From an optimization exercise on the open Yosys and OpenROAD flow, aimed at small area; shortcuts taken in it are not production practice. RTL that was checked went through simulation tests only; none was proved equivalent to the original. Power is estimated from default activity; no workload was simulated.

==> inputs of indigo <==
==> flow/design.v (excerpt) <==
module ecg_r_peak_heart_rate (
  input  logic        clk,
  input  logic        rst,
  input  logic        sample_valid,
  output logic        sample_stall,
  input  logic [11:0] adc_sample,
  output logic        result_valid,
  input  logic        result_stall,
  output logic [11:0] filtered_sample,
  output logic        peak_flag,
  output logic        rate_updated,
  output logic [7:0]  heart_rate,
  input  logic        cfg_valid,
  output logic        cfg_ready,
  input  logic [2:0]  cfg_index,
  input  logic [15:0] cfg_data
);
  logic [4:0] ph;
  logic [2:0] mode;
  logic [3:0] pc;
  logic       last;
  logic [3:0] j;
  assign last = (ph == 5'd31);
  assign j    = ph[3:0];
  always_ff @(posedge clk) begin
    if (rst) ph <= '0;
    else     ph <= ph + 1'b1;
  end
  logic is_init, is_cfg, is_filt, is_div, is_hupd, is_avg, is_gset;
  assign is_init = (mode == ecgr_pkg::M_INIT);
  assign is_cfg  = (mode == ecgr_pkg::M_CFG);
  assign is_filt = (mode == ecgr_pkg::M_FILT);
  assign is_div  = (mode == ecgr_pkg::M_DIV);
  assign is_hupd = (mode == ecgr_pkg::M_HUPD);
  assign is_avg  = (mode == ecgr_pkg::M_AVG);
  assign is_gset = (mode == ecgr_pkg::M_GSET);
  logic f10, d0, d15;
  assign f10 = is_filt && (pc == 4'd10);
  assign d0  = is_div && (pc == 4'd0);
  assign d15 = is_div && (pc == 4'd15);
  logic m16, m8;
  assign m16 = cfg_data[j];
  assign m8  = cfg_data[j[2:0]];
  logic alpha_q, thresh_q, refr_q, numer_q, rmin_q, rmax_q;
  logic alpha_d, thresh_d, refr_d, numer_d, rmin_d, rmax_d;
  logic cfg_w;
  assign cfg_w = is_cfg;
  always_comb begin
    alpha_d  = alpha_q;
    thresh_d = thresh_q;
    refr_d   = refr_q;
    numer_d  = numer_q;
    rmin_d   = rmin_q;
    rmax_d   = rmax_q;
    if (is_init) begin
      alpha_d  = ecgr_pkg::ALPHA_RESET[j];
      thresh_d = ecgr_pkg::THRESH_RESET[j];
      refr_d   = ecgr_pkg::REFR_RESET[j];
      numer_d  = ecgr_pkg::NUMER_RESET[j];
      rmin_d   = ecgr_pkg::RATE_MIN_RESET[j[2:0]];
      rmax_d   = ecgr_pkg::RATE_MAX_RESET[j[2:0]];
    end else if (cfg_w) begin
      if (cfg_index == 3'd0) alpha_d  = m16;
      if (cfg_index == 3'd1) thresh_d = m16;
  ...
==> flow/config.mk <==
export PLATFORM = sky130hd
export DESIGN_NAME = ecg_r_peak_heart_rate
export DESIGN_NICKNAME = ecg_r_peak_heart_rate
export VERILOG_FILES = /design/flow/design.v
export SDC_FILE = /design/flow/constraint.sdc
export NUM_CORES = 4
export LEC_CHECK = 0
export ABC_AREA = 1
export CAP_MARGIN = 20
export CORE_MARGIN = 2
export CORE_UTILIZATION = 40
export SLEW_MARGIN = 20
==> flow/constraint.sdc <==
create_clock -name core_clock -period 10.0 [get_ports {clk}]
set_input_delay 2.0000 -clock core_clock [delete_from_list [all_inputs] [get_ports {clk}]]
set_output_delay 2.0000 -clock core_clock [all_outputs]
set_load 0.01 [all_outputs]
standard.sh (not shown) runs the stock make flow with config.mk's settings and CLKGATE_MAP_FILE= SYNTH_SCRIPT=/design/flow/synth_recipe.tcl, a recipe that flattens the netlist after the stock synthesis.
==> flow/flow/run.sh <==
#!/bin/bash
# The standard layout (standard.sh) with these changes:
#  - synthesis maps the logic with an area-only ABC script (flow/area.abc) instead of ORFS's
#    abc_area.script; everything else in synthesis, the registers included, is unchanged;
#  - ports are buffered with the smallest buffer (buf_1);
#  - the clock tree is built from clkbuf_4 without dummy loads.
# Logs: own_synth.log is not separate; make's whole output goes to standard.log and ORFS
# writes each step's log under orfs/logs/.
set -euo pipefail
HERE=$(pwd)
{
  printf '%s\n' 'proc abc {args} {'
  printf '%s\n' '  set i [lsearch -exact $args -script]'
  printf '%s\n' '  if {$i >= 0} { lset args [expr {$i + 1}] $::env(OWN_ABC_SCRIPT) }'
  printf '%s\n' '  yosys abc {*}$args'
  printf '%s\n' '}'
  cat synth_recipe.tcl
} > own_synth.tcl
sed -E "s#SYNTH_SCRIPT=[^ ]+#SYNTH_SCRIPT=$HERE/own_synth.tcl#" standard.sh > own_standard.sh
export OWN_ABC_SCRIPT="$HERE/flow/area.abc"
export BUFFER_PORTS_ARGS="-buffer_cell sky130_fd_sc_hd__buf_1"
export CTS_ARGS="-sink_clustering_enable -repair_clock_nets -dont_use_dummy_load -buf_list sky130_fd_sc_hd__clkbuf_4 -sink_clustering_size 8 -sink_clustering_max_diameter 40"
bash own_standard.sh > standard.log 2>&1
==> flow/flow/area.abc <==
strash
dch
map -a
topo
==> inputs of pepper, as changes to indigo <==
--- a/flow/design.v
+++ b/flow/design.v
@@ -210,15 +210,24 @@
   logic       colmask;
   logic [2:0] tot;
   logic [1:0] ccin;
   logic       sbit;
   assign colmask = ~j[3];
   assign ccin    = (j == 4'd0) ? 2'd0 : p[4:3];
-  assign tot     = {1'b0, ccin} + {2'b0, h0q & colmask} + {2'b0, h1q & colmask} +
-                   {2'b0, h2q & colmask} + {2'b0, h3q & colmask};
-  assign sbit    = tot[0];
+  logic hm0, hm1, hm2, hm3, fs1, fc1, fc2;
+  assign hm0 = h0q & colmask;
+  assign hm1 = h1q & colmask;
+  assign hm2 = h2q & colmask;
+  assign hm3 = h3q & colmask;
+  assign fs1    = hm0 ^ hm1 ^ hm2;
+  assign fc1    = (hm0 & hm1) | (hm0 & hm2) | (hm1 & hm2);
+  assign tot[0] = hm3 ^ fs1 ^ ccin[0];
+  assign fc2    = (hm3 & fs1) | (hm3 & ccin[0]) | (fs1 & ccin[0]);
+  assign tot[1] = fc1 ^ fc2 ^ ccin[1];
+  assign tot[2] = (fc1 & fc2) | (fc1 & ccin[1]) | (fc2 & ccin[1]);
+  assign sbit   = tot[0];
   logic [1:0] r3, r3_n;
   assign r3 = p[6:5];
   always_comb begin
     r3_n = (j == 4'd0) ? 2'd0 : r3;
     if (sbit) begin
       if (j[0]) r3_n = (r3_n == 2'd0) ? 2'd2 : (r3_n == 2'd1) ? 2'd0 : 2'd1;
@@ -233,28 +242,32 @@
     qpv  = (j == 4'd0) ? 1'b0 : p[1];
     c3in = (j == 4'd0) ? 1'b0 : p[2];
     qj   = ybit ^ qpv ^ c3in;
     bb_n = (~sbit & (rj | bbin)) | (rj & bbin);
     c3_n = (qj & qpv) | (qj & c3in) | (qpv & c3in);
   end
-  logic [3:0] sh_lo;
-  logic       held_en, held_in;
+  logic held_en, held_in, win0, win1, win2;
+  assign win0 = !j[3];
+  assign win1 = (j[3:1] != 3'd0 || j[0]) && (j[3:1] == 3'd0 || !j[3] || j[2:0] == 3'd0);
+  assign win2 = (j[3:1] != 3'd0) && (!j[3] || j[2:1] == 2'd0);
   always_comb begin
     held_en = 1'b0;
     held_in = 1'b0;
-    sh_lo   = (fill == 3'd2) ? 4'd1 : (fill == 3'd4) ? 4'd2 : 4'd0;
     if (is_init) begin
-      held_en = ph[4] && !j[3];
+      held_en = ph[4] && win0;
     end else if (is_avg && ph[4]) begin
-      if (fill == 3'd3) begin
-        held_en = !j[3];
-        held_in = qj;
-      end else begin
-        held_en = (j >= sh_lo) && (j < sh_lo + 4'd8);
-        held_in = sbit;
-      end
+      held_in = sbit;
+      unique case (fill)
+        3'd2:    held_en = win1;
+        3'd3: begin
+          held_en = win0;
+          held_in = qj;
+        end
+        3'd4:    held_en = win2;
+        default: held_en = win0;
+      endcase
     end
   end
   logic peak;
   assign peak = gr_n & up & p[5] & p[6];
   always_ff @(posedge clk) begin
     if (rst) begin
--- a/flow/flow/run.sh
+++ b/flow/flow/run.sh
@@ -16,8 +16,8 @@
   printf '%s\n' '}'
   cat synth_recipe.tcl
 } > own_synth.tcl
 sed -E "s#SYNTH_SCRIPT=[^ ]+#SYNTH_SCRIPT=$HERE/own_synth.tcl#" standard.sh > own_standard.sh
 export OWN_ABC_SCRIPT="$HERE/flow/area.abc"
 export BUFFER_PORTS_ARGS="-buffer_cell sky130_fd_sc_hd__buf_1"
-export CTS_ARGS="-sink_clustering_enable -repair_clock_nets -dont_use_dummy_load -buf_list sky130_fd_sc_hd__clkbuf_4 -sink_clustering_size 8 -sink_clustering_max_diameter 40"
+export CTS_ARGS="-sink_clustering_enable -repair_clock_nets -dont_use_dummy_load -buf_list sky130_fd_sc_hd__clkbuf_4 -sink_clustering_size 10 -sink_clustering_max_diameter 50"
 bash own_standard.sh > standard.log 2>&1
--- a/flow/config.mk
+++ b/flow/config.mk
@@ -5,8 +5,8 @@
 export SDC_FILE = /design/flow/constraint.sdc
 export NUM_CORES = 4
 export LEC_CHECK = 0
 export ABC_AREA = 1
 export CAP_MARGIN = 20
 export CORE_MARGIN = 2
-export CORE_UTILIZATION = 40
+export CORE_UTILIZATION = 60
 export SLEW_MARGIN = 20
==> inputs of violet, as changes to indigo <==
--- a/flow/design.v
+++ b/flow/design.v
@@ -121,30 +121,28 @@
     end
   end
   always_ff @(posedge clk) begin
     if ((ph[4] || is_filt || is_div) && (j == tgt)) nextbit <= tsel ? numer_q : alpha_q;
     if (last) opbit <= nextbit;
   end
-  logic [11:0] s_hi;        
-  logic        s0;          
+  logic [21:0] s;
+  logic        s0;
   logic        s_en;
   logic        s_in;
   logic        fwin;      
   logic        xbit;
   logic [15:0] xpad;
-  assign s0   = ph[4] ? s_hi[0] : t[22];
+  assign s0   = s[0];
   assign fwin = (ph >= 5'd6) && (ph <= 5'd27);
   assign xpad = {4'd0, adc_sample};
   assign xbit = ph[4] ? xpad[j] : 1'b0;
   logic [31:0] t;
   logic        t0;
-  logic        t30_w, t30_d, t31_d, t21_w, t21_d;
+  logic        t30_w, t30_d, t31_d;
   assign t0 = t[0];
-  logic [31:0] g;
-  logic        g0, g_d, g15_w;
-  assign g0 = g[0];
+  logic g0, g_d;
   logic h0q, h1q, h2q, h3q;
   logic h0d, h1d, h2d, h3d;
   logic [7:0] p;
   logic up;                     
   logic seen;
   logic [2:0] fill;
@@ -182,33 +180,33 @@
       lt_n = s0;
     end
     if (s0 != tbit) thr_n = s0;
   end
   logic bin, dbit, da, dsub, db, dcin, dsum, dcout, qin;
   logic rwin, qwin;
-  assign rwin = (ph <= 5'd16);
-  assign qwin = ph[4] && !ph[3];
+  assign rwin = (ph <= 5'd17);
+  assign qwin = (ph >= 5'd24);
   always_comb begin
     bin   = (ph == 5'd0) ? 1'b1 : p[1];
-    dbit  = ph[4] ? 1'b0 : (g0 ^ bin);   
+    dbit  = g0 ^ bin;
     da    = (ph == 5'd0) ? opbit : (d0 ? 1'b0 : p[2]);
     dsub  = d0 ? 1'b1 : p[4];
     db    = dbit ^ dsub;
     dcin  = (ph == 5'd0) ? dsub : p[0];
     dsum  = da ^ db ^ dcin;
     dcout = (da & db) | (da & dcin) | (db & dcin);
-    qin   = (ph == 5'd16) ? (~dsum & ~p[3]) : (d0 ? 1'b0 : p[2]);
+    qin   = (ph == 5'd24) ? (p[4] & ~p[3]) : (d0 ? 1'b0 : p[2]);
   end
   logic ge_n, le_n, hi_n, in_range;
   always_comb begin
-    ge_n = (ph == 5'd16) ? 1'b1 : p[6];
-    le_n = (ph == 5'd16) ? 1'b1 : p[7];
+    ge_n = (ph == 5'd24) ? 1'b1 : p[6];
+    le_n = (ph == 5'd24) ? 1'b1 : p[7];
     if (qin != rmin_q) ge_n = qin;
     if (qin != rmax_q) le_n = rmax_q;
     hi_n = d0 ? 1'b0 : (p[5] | t0);
-    in_range = ~p[5] & p[6] & p[7];
+    in_range = ~hi_n & ge_n & le_n;
   end
   logic       colmask;
   logic [2:0] tot;
   logic [1:0] ccin;
   logic       sbit;
   assign colmask = ~j[3];
@@ -325,74 +323,66 @@
         p[5] <= lt_n;
         p[6] <= thr_n;
       end
     end else if (is_div) begin
       p[0] <= dcout;
       p[1] <= ~g0 & bin;
-      p[2] <= ph[4] ? t0 : g[16];
-      if (ph == 5'd16) p[4] <= ~dsum;
-      if (ph == 5'd23) p[5] <= hi_n;
-      if (qwin) begin
-        p[6] <= ge_n;
-        p[7] <= le_n;
-      end
+      p[2] <= t0;
+      if (ph == 5'd17) p[4] <= ~dsum;
+      if (last) p[5] <= hi_n;
+      p[6] <= ge_n;
+      p[7] <= le_n;
     end else if (is_avg) begin
       p[0]   <= bb_n;
       p[1]   <= qj;
       p[2]   <= c3_n;
       p[4:3] <= tot[2:1];
       if (!ph[4]) p[6:5] <= r3_n;
     end
   end
   always_comb begin
     s_en = 1'b0;
     s_in = s0;
     if (is_init) begin
-      s_en = fwin && ph[4];
+      s_en = fwin;
       s_in = (ph == 5'd27);
     end else if (is_filt) begin
-      s_en = fwin && ph[4];
+      s_en = fwin;
       s_in = (pc == 4'd10) ? snew : s0;
     end
   end
   always_ff @(posedge clk) begin
-    if (s_en) s_hi <= {s_in, s_hi[11:1]};
+    if (s_en) s <= {s_in, s[21:1]};
   end
-  assign filtered_sample = s_hi;
+  assign filtered_sample = s[21:10];
   always_ff @(posedge clk) begin
     if (held_en) held <= {held_in, held[7:1]};
   end
   assign heart_rate = held;
   always_comb begin
     t30_w = 1'b0;
     t30_d = fsum;
     t31_d = t0;
     if (is_filt && pc != 4'd10 && ph >= 5'd7 && ph <= 5'd28) t30_w = 1'b1;
-    if (is_div && qwin) t31_d = qin;
-    t21_w = (is_init || f10) && fwin && !ph[4];
-    t21_d = is_init ? 1'b0 : snew;
+    if (is_div) begin
+      if (rwin)      t31_d = dsum;
+      else if (qwin) t31_d = qin;
+    end
   end
   always_ff @(posedge clk) begin
-    t[20:0]  <= t[21:1];
-    t[21]    <= t21_w ? t21_d : t[22];
-    t[29:22] <= t[30:23];
-    t[30]    <= t30_w ? t30_d : t[31];
+    t[29:0] <= t[30:1];
+    t[30]   <= t30_w ? t30_d : t[31];
     t[31]   <= t31_d;
   end
   always_comb begin
     g_d = g0;
     if (is_init)      g_d = 1'b0;
     else if (f10)     g_d = gapb;
     else if (is_gset) g_d = (ph == 5'd0);
   end
-  assign g15_w = is_div && (ph <= 5'd15);
-  always_ff @(posedge clk) begin
-    g[14:0]  <= g[15:1];
-    g[15]    <= g15_w ? dsum : g[16];
-    g[31:16] <= {g_d, g[31:17]};
-  end
+  ecgr_ring #(.L(32)) u_gap (.clk(clk), .din(g_d), .q0(g0));
   always_comb begin
     h0d = h0q;
     h1d = h1q;
     h2d = h2q;
     h3d = h3q;
     if (is_init) begin
==> flow/run.sh (new file) <==
#!/bin/bash
# synth_recipe.tcl (not shown) runs the flow's synth.tcl, then flattens the netlist and writes it again
# the make line also repeats each setting of config.mk as NAME=value (left out here)
make -C /OpenROAD-flow-scripts/flow DESIGN_CONFIG=/design/flow/config.mk WORK_HOME=/design/flow/orfs CLKGATE_MAP_FILE= SYNTH_SCRIPT=/design/flow/synth_recipe.tcl finish
--- a/flow/config.mk
+++ b/flow/config.mk
@@ -6,7 +6,8 @@
 export NUM_CORES = 4
 export LEC_CHECK = 0
 export ABC_AREA = 1
 export CAP_MARGIN = 20
 export CORE_MARGIN = 2
 export CORE_UTILIZATION = 40
+export CTS_BUF_LIST = sky130_fd_sc_hd__clkbuf_16
 export SLEW_MARGIN = 20
removed: flow/flow/run.sh
removed: flow/flow/area.abc
removed: flow/standard.sh
==> comparison table <==
| quantity | violet | indigo | pepper |
|---|---|---|---|
| Total Die Area | 20310 µm² | 19050 µm² | 12830 µm² |
| Fraction of final layout cells sized beyond drive strength 1 | 7.054% | 6.072% | 5.013% |
| Number of unique standard cell types used by synthesis | 42 | 33 | 34 |
| Status | timing/DRC/antenna clean | timing/DRC/antenna clean | timing/DRC/antenna clean |
| Total wirelength of the detailed-routed design | 15150 µm | 15820 µm | 15850 µm |
| Peak per-stage delay on the critical path | 0.75 ns | 0.67 ns | 0.78 ns |
| Worst r2r path cells | 13 | 13 | 20 |
| Post-synthesis share of cell area spent on full adders, half adders and majority gates | 4.826% | 5.504% | 5.344% |
| Number of clock buffer instances in the layout | 30 | 39 | 28 |
| Clk pwr | 907 µW | 450 µW | 383 µW |
| Met1 track utilization from global routing | 21.58% | 23.26% | 33.03% |
| Final worst clock skew | 0.007316 ns | 0.07672 ns | 0.08038 ns |
| Reported combinational group power | 83.7 µW | 71.1 µW | 73.0 µW |
| Period utilisation layout | 52.55% | 51.84% | 53.75% |
| Num tapcells | 234 | 229 | 143 |
| Post-placement cell area | 8443 µm² | 7730 µm² | 7604 µm² |
| Area of combinational cells with multiple inputs | 2086 µm² | 2073 µm² | 2051 µm² |
| Share of the final layout cell area in multi-input gates | 22.45% | 25.83% | 26.22% |
| P_int | 1.587 mW | 1.164 mW | 1.119 mW |
| Die outline height | 142.5 µm | 138.0 µm | 113.3 µm |
For indigo, only the layout was checked, not whether the RTL still works.

-- port drivers added, routing unchanged --
How much do the figures lean on ideal ports? The routed layouts below were timed once more, with nothing changed but the port constraints.
Step 1: set_driving_cell puts a clkbuf_16 on clk and a buf_2 on each other input, an assumption about the parent block.
Step 2 also shifts input and output timing later by t, the mid clock arrival at the registers, as if the neighbouring blocks saw the same clock.
Three values: no drivers, after step 1, after step 2; two values: the first two.
run | t, ns | slack for setup (ns) | worst setup path after step 2 | worst register clock-pin slew, ns | cell pins on the clock port's net
indigo | 0.601 | 4.816 / 4.778 / 4.944 | register to register | 0.08 / 0.08 | 1
pepper | 0.654 | 4.625 / 4.590 / 4.850 | register to register | 0.11 / 0.11 | 1
violet | 0.556 | 4.745 / 4.698 / 5.254 | register to output | 0.07 / 0.07 | 1
After both steps every run listed still meets setup and hold.
